This design comes from an exercise in tuning for small area and a short achievable clock period on the open sky130 flow, not from production work. At most, simulation tests tie the RTL to the original design; equivalence was not proved. Power and IR drop assume default switching activity.

== the reference run ==
==> module pin_control, before the edit <==
module pin_control
(
  input  logic        sys_clk,
  input  logic        global_clock_reset,
  input  logic        hit,
  input  logic        bus_period,
  input  logic        bus_duty,
  input  logic        bus_mode,
  input  logic [15:0] bus_value,
  input  logic [15:0] per1_d,        
  input  logic [15:0] duty_d,        
  input  logic        value_nz,      
  input  logic        lt_set,        
  output logic [15:0] cnt1_n,        
  output logic        pin
);
  logic        is_high;
  logic        is_pwm;
  logic [15:0] per1;
  logic [15:0] duty;
  logic        set_mode;
  logic        set_period;
  logic        set_duty;
  logic        high_n;
  logic        pwm_n;
  logic        step;
  logic [15:0] cnt1;
  logic        lt_n;
  logic        nz_n;
  assign set_period = hit && bus_period;
  assign set_duty   = hit && bus_duty;
  assign set_mode   = hit && bus_mode;
  assign high_n = set_mode ? (bus_value[1:0] == 2'd1) : is_high;
  assign pwm_n  = set_mode ? (bus_value[1:0] == 2'd2) : is_pwm;
  assign step   = is_pwm && (cnt1 != per1) && !set_period;
  assign lt_n   = set_duty ? lt_set : (pin && (cnt1 != duty));
  assign nz_n   = set_duty ? value_nz : (duty != 16'd0);
  always_ff @(posedge sys_clk) begin
    if (global_clock_reset || set_period) per1 <= per1_d;
    if (global_clock_reset || set_duty) duty <= duty_d;
  end
  assign cnt1_n = step ? cnt1 + 16'd1 : 16'd1;
  always_ff @(posedge sys_clk) begin
    cnt1 <= cnt1_n;
  end
  always_ff @(posedge sys_clk) begin
    if (global_clock_reset) begin
      is_high <= 1'b0;
      is_pwm  <= 1'b0;
      pin     <= 1'b0;
    end else begin
      is_high <= high_n;
      is_pwm  <= pwm_n;
      pin  <= high_n || (pwm_n && (step ? lt_n : nz_n));
    end
  end
endmodule
Settings: LEC_CHECK=0, CAP_MARGIN=20, CORE_MARGIN=2, CORE_UTILIZATION=55, CTS_BUF_LIST=sky130_fd_sc_hd__clkbuf_16, CTS_CLUSTER_DIAMETER=60, CTS_CLUSTER_SIZE=30, PLACE_DENSITY=0.7, SETUP_SLACK_MARGIN=3.4, SLEW_MARGIN=20; clock period 6.0 ns.
run.sh (not shown) runs the stock make flow with config.mk's settings and CLKGATE_MAP_FILE= SYNTH_SCRIPT=/design/flow/synth_recipe.tcl, a recipe that flattens the netlist after the stock synthesis.
Every stage of the flow completed for the reference run, and the final layout passed the timing, DRC and antenna checks.
--- input diff the reference run..the trial run ---
--- a/flow/design.v
+++ b/flow/design.v
@@ -346,18 +346,17 @@
     if (global_clock_reset || set_duty) duty <= duty_d;
   end
   assign cnt1_n = step ? cnt1 + 16'd1 : 16'd1;
   always_ff @(posedge sys_clk) begin
-    cnt1 <= cnt1_n;
-  end
-  always_ff @(posedge sys_clk) begin
     if (global_clock_reset) begin
       is_high <= 1'b0;
       is_pwm  <= 1'b0;
+      cnt1    <= 16'd1;
       pin     <= 1'b0;
     end else begin
       is_high <= high_n;
       is_pwm  <= pwm_n;
+      cnt1 <= cnt1_n;
       pin  <= high_n || (pwm_n && (step ? lt_n : nz_n));
     end
   end
 endmodule
Notes after the runs:
Compared the trial run vs the reference run, and register share of the cell area is up in the trial run.
The trial run vs the reference run — areal power density over the cells dropped slightly
Delta (the trial run minus the reference run): per-cell routed wire length lower; power lower; worst hold slack higher.
On number of nets in the layout, the reference run and the trial run are basically level.
Comparing fmax for the reference run and the trial run, the bigger number came from the reference run.
Compared the trial run against the reference run; average instance area after synthesis within noise.
As far as sequential cell area is concerned, the trial run and the reference run perform about the same.
Only the layout flow was run in the trial run; the RTL was not checked for function there.

Another version of the RTL of mecobo_core (not shown whole).
Size in the first run: about 1700 flip-flops, about 52 I/O pins.
Settings: LEC_CHECK=0, CAP_MARGIN=20, CORE_MARGIN=2, CORE_UTILIZATION=55, CTS_BUF_LIST=sky130_fd_sc_hd__clkbuf_16, CTS_CLUSTER_DIAMETER=60, CTS_CLUSTER_SIZE=30, PLACE_DENSITY=0.7, SETUP_SLACK_MARGIN=3.4, SLEW_MARGIN=20; clock period 6.0 ns.
==> next run, changes <==
--- a/flow/design.v
+++ b/flow/design.v
@@ -174,25 +174,28 @@
   input  logic [52:0] cmd_in,
   output logic        cmd_full,
   output logic        cmd_empty,
   output logic [7:0]  bus_hit,       
   output logic        bus_period,
   output logic        bus_duty,
   output logic        bus_mode,
   output logic        bus_sample,
   output logic [2:0]  bus_pin,
   output logic [15:0] bus_value,
   output logic [2:0]  head_pin,
   output logic        bus_value_z,   
-  output logic [11:0] stamp          
+  output logic [11:0] stamp,         
+  input  logic [15:0] cnt1_hd,
+  input  logic        step_hd,
+  output logic        bus_lt
 );
   localparam int MD = 14;
   logic [52:0]   mem [MD];
   logic [52:0]   head0;
   logic [52:0]   head1;
   logic [52:0]   mem_rd;
   logic [MD-1:0] rd_oh;
   logic [MD-1:0] wr_oh;
   logic [4:0]    count;
   logic [31:0]   time_p1;            
   logic          due;
   logic          n0, n1, n2, nge2, nge3;
@@ -292,24 +295,26 @@
         bus_hit[i] <= due && (h_pd || h_kind == 2'd1) && (head0[18:16] == 3'(i));
       end
       bus_sample <= due && !h_pd && (h_kind == 2'd2);
     end
   end
   always_ff @(posedge sys_clk) begin
     bus_period <= h_pd && !head0[19];
     bus_duty   <= h_pd && head0[19];
     bus_mode   <= !h_pd;
     bus_pin    <= head0[18:16];
     bus_value  <= head0[15:0];
     bus_value_z <= (head0[15:0] == 16'd0);
+    bus_lt     <= (head0[15:0] != 16'd0) &&
+                  (step_hd ? (cnt1_hd < head0[15:0] - 16'd1) : (head0[15:1] != 15'd0));
   end
 endmodule
 `timescale 1ns/1ns
 module pin_control
 (
   input  logic        sys_clk,
   input  logic        global_clock_reset,
   input  logic        hit,
   input  logic        bus_period,
   input  logic        bus_duty,
   input  logic        bus_mode,
   input  logic [15:0] bus_value,
@@ -321,51 +326,48 @@
   output logic        step,
   output logic        pin
 );
   logic        is_high;
   logic        is_pwm;
   logic [15:0] per1;
   logic [15:0] duty;
   logic        set_mode;
   logic        set_period;
   logic        set_duty;
   logic        high_n;
   logic        pwm_n;
-  logic [15:0] cnt1_n;
   logic        lt_n;
   logic        nz_n;
   assign set_period = hit && bus_period;
   assign set_duty   = hit && bus_duty;
   assign set_mode   = hit && bus_mode;
   assign high_n = set_mode ? (bus_value[1:0] == 2'd1) : is_high;
   assign pwm_n  = set_mode ? (bus_value[1:0] == 2'd2) : is_pwm;
   assign step   = is_pwm && (cnt1 != per1) && !set_period;
   assign lt_n   = set_duty ? lt_set : (pin && (cnt1 != duty));
   assign nz_n   = set_duty ? value_nz : (duty != 16'd0);
   always_ff @(posedge sys_clk) begin
     if (global_clock_reset || set_period) per1 <= per1_d;
     if (global_clock_reset || set_duty) duty <= duty_d;
   end
-  assign cnt1_n = step ? cnt1 + 16'd1 : 16'd1;
-  always_ff @(posedge sys_clk) begin
-    cnt1 <= cnt1_n;
-  end
   always_ff @(posedge sys_clk) begin
     if (global_clock_reset) begin
       is_high <= 1'b0;
       is_pwm  <= 1'b0;
+      cnt1    <= 16'd1;
       pin     <= 1'b0;
     end else begin
       is_high <= high_n;
       is_pwm  <= pwm_n;
+      cnt1 <= step ? cnt1 + 16'd1 : 16'd1;
       pin  <= high_n || (pwm_n && (step ? lt_n : nz_n));
     end
   end
 endmodule
 `timescale 1ns/1ns
 module sample_collector
 (
   input  logic                         sys_clk,
   input  logic                         global_clock_reset,
   input  logic                         bus_sample,
   input  logic [2:0]                   bus_pin,
   input  logic [8-1:0]  pins,
@@ -421,24 +423,25 @@
   logic [2:0]  bus_pin;
   logic [15:0] bus_value;
   logic        bus_value_z;
   logic [15:0] value_p1;
   logic [15:0] per1_d;
   logic [15:0] duty_d;
   logic        value_nz;
   logic [11:0] stamp;
   logic [15:0] cnt1 [8];
   logic [8-1:0] step;
   logic [2:0]  head_pin;
   logic [15:0] cnt1_hd;
+  logic        step_hd;
   logic        lt_set;
   logic [15:0] sample;
   logic        sample_valid;
   logic        sample_pop;
   logic        sample_overflow;
   host_bus i_host_bus (
     .sys_clk            (sys_clk),
     .global_clock_reset (global_clock_reset),
     .host_cs            (host_cs),
     .host_wr            (host_wr),
     .host_addr          (host_addr),
     .host_wdata         (host_wdata),
@@ -459,34 +462,35 @@
     .cmd_in             (cmd_in),
     .cmd_full           (cmd_full),
     .cmd_empty          (cmd_empty),
     .bus_hit            (bus_hit),
     .bus_period         (bus_period),
     .bus_duty           (bus_duty),
     .bus_mode           (bus_mode),
     .bus_sample         (bus_sample),
     .bus_pin            (bus_pin),
     .bus_value          (bus_value),
     .bus_value_z        (bus_value_z),
     .stamp              (stamp),
-    .head_pin           (head_pin)
+    .head_pin           (head_pin),
+    .cnt1_hd            (cnt1_hd),
+    .step_hd            (step_hd),
+    .bus_lt             (lt_set)
   );
   assign value_nz = !bus_value_z;
   assign value_p1 = {bus_value[15:1], bus_value[0] || !value_nz};
   assign per1_d   = global_clock_reset ? 16'd1 : value_p1;
   assign duty_d   = global_clock_reset ? 16'd0 : bus_value;
-  always_ff @(posedge sys_clk) begin
-    cnt1_hd <= step[head_pin] ? cnt1[head_pin] + 16'd1 : 16'd1;
-  end
-  assign lt_set = (cnt1_hd < bus_value);
+  assign cnt1_hd = cnt1[head_pin];
+  assign step_hd = step[head_pin];
   for (genvar i = 0; i < 8; i++) begin : g_pin
     pin_control i_pin_control (
       .sys_clk            (sys_clk),
       .global_clock_reset (global_clock_reset),
       .hit                (bus_hit[i]),
       .bus_period         (bus_period),
       .bus_duty           (bus_duty),
       .bus_mode           (bus_mode),
       .bus_value          (bus_value),
       .per1_d             (per1_d),
       .duty_d             (duty_d),
       .value_nz           (value_nz),
Effect: The changed run went through all stages and came out clean; wire length falls slightly; clock skew came out higher by 0.014 ns; global-route usage stays flat; worst setup slack loses 0.21 ns; count of clock-buffer cells in the layout is lower by 8; via count falls by a few percent; maximum frequency is lower by a few percent; power fell by a few percent; die area shrinks slightly; first-iteration DRC count came out lower by a little under a tenth; non-clock buffer count drops by 25; combinational power hardly moves; core utilization is lower by 0.70 points; register-to-register slack is worse by 0.21 ns.
No functional check of the RTL was part of any run of this note.

## run a
RTL: one of the versions met above, not the one the previous note started from.
Size: ~4,800 cells after synthesis, ~1,700 flip-flops, about 70,000 um2 of cells after synthesis.
==> flow/config.mk <==
export PLATFORM = sky130hd
export DESIGN_NAME = mecobo_core
export DESIGN_NICKNAME = mecobo_core
export VERILOG_FILES = /design/flow/design.v
export SDC_FILE = /design/flow/constraint.sdc
export NUM_CORES = 4
export LEC_CHECK = 0
export CAP_MARGIN = 20
export CORE_MARGIN = 2
export CORE_UTILIZATION = 55
export CTS_BUF_LIST = sky130_fd_sc_hd__clkbuf_16
export CTS_CLUSTER_DIAMETER = 60
export CTS_CLUSTER_SIZE = 30
export PLACE_DENSITY = 0.7
export SETUP_SLACK_MARGIN = 3.4
export SLEW_MARGIN = 20
export SYNTH_HIERARCHICAL = 1
export SYNTH_MINIMUM_KEEP_SIZE = 0
==> flow/constraint.sdc <==
create_clock -name core_clock -period 6.0 [get_ports {sys_clk}]
set_input_delay 1.2000 -clock core_clock [delete_from_list [all_inputs] [get_ports {sys_clk}]]
set_output_delay 1.2000 -clock core_clock [all_outputs]
set_load 0.01 [all_outputs]
The inputs of run b differ from those of run a as listed below.
--- a/flow/design.v
+++ b/flow/design.v
@@ -345,20 +345,19 @@
     if (global_clock_reset || set_period) per1 <= per1_d;
     if (global_clock_reset || set_duty) duty <= duty_d;
   end
   assign cnt1_n = step ? cnt1 + 16'd1 : 16'd1;
   always_ff @(posedge sys_clk) begin
-    cnt1 <= cnt1_n;
-  end
-  always_ff @(posedge sys_clk) begin
     if (global_clock_reset) begin
       is_high <= 1'b0;
       is_pwm  <= 1'b0;
+      cnt1    <= 16'd1;
       pin     <= 1'b0;
     end else begin
       is_high <= high_n;
       is_pwm  <= pwm_n;
+      cnt1 <= cnt1_n;
       pin  <= high_n || (pwm_n && (step ? lt_n : nz_n));
     end
   end
 endmodule
 `timescale 1ns/1ns
==> notes.md <==
- In run b the static power due to leakage turned out 0.15 nW higher than in run a.
- Taking run a as the reference, in run b fraction of final layout cells with drive strength greater than 1 +1.3 points; die footprint +1900 um2.
- From run a to run b the numbers moved as follows: buffer count excluding the clock tree in the final layout increased by about 2.4% relative to the old numbers, multi-input combinational area share increased by 0.72 points relative to the old numbers.
- Looking at cell area after technology mapping, run b sits above run a.
- The higher share of the cycle needed by the critical path after routing came out of run a.
The RTL of run b was laid out without a check of its function.

[port drivers added, routing unchanged]
In the flow no input, the clock included, has a driving cell. The finished layouts below were timed again as built, in two steps.
Step 1 assumes that a clkbuf_16 drives the clock port and a buf_2 every other input.
Step 2 moves the port delays by t, midway between the first and last clock arrival at a register: inputs arrive t later, outputs are due t later. That takes back most of the time a late clock gives input paths.
Slacks: ideal / step 1 / step 2; pairs: ideal / step 1.
run	t, ns	setup slack, ns	worst setup path after step 2
the reference run	0.830	3.358 / 3.344 / 2.623	input to register
the trial run	0.811	3.292 / 3.325 / 2.513	input to register
the first run of note 2	0.838	3.270 / 3.270 / 2.568	input to register
the second run of note 2	0.830	3.065 / 3.065 / 2.612	input to register
run a	0.826	3.383 / 3.354 / 2.604	input to register
run b	0.828	3.394 / 3.360 / 2.604	input to register
After both steps every run listed still meets setup and hold. For run b, which loses most, drivers alone change the setup slack by -0.034 ns; drivers and shift together by -0.790 ns.
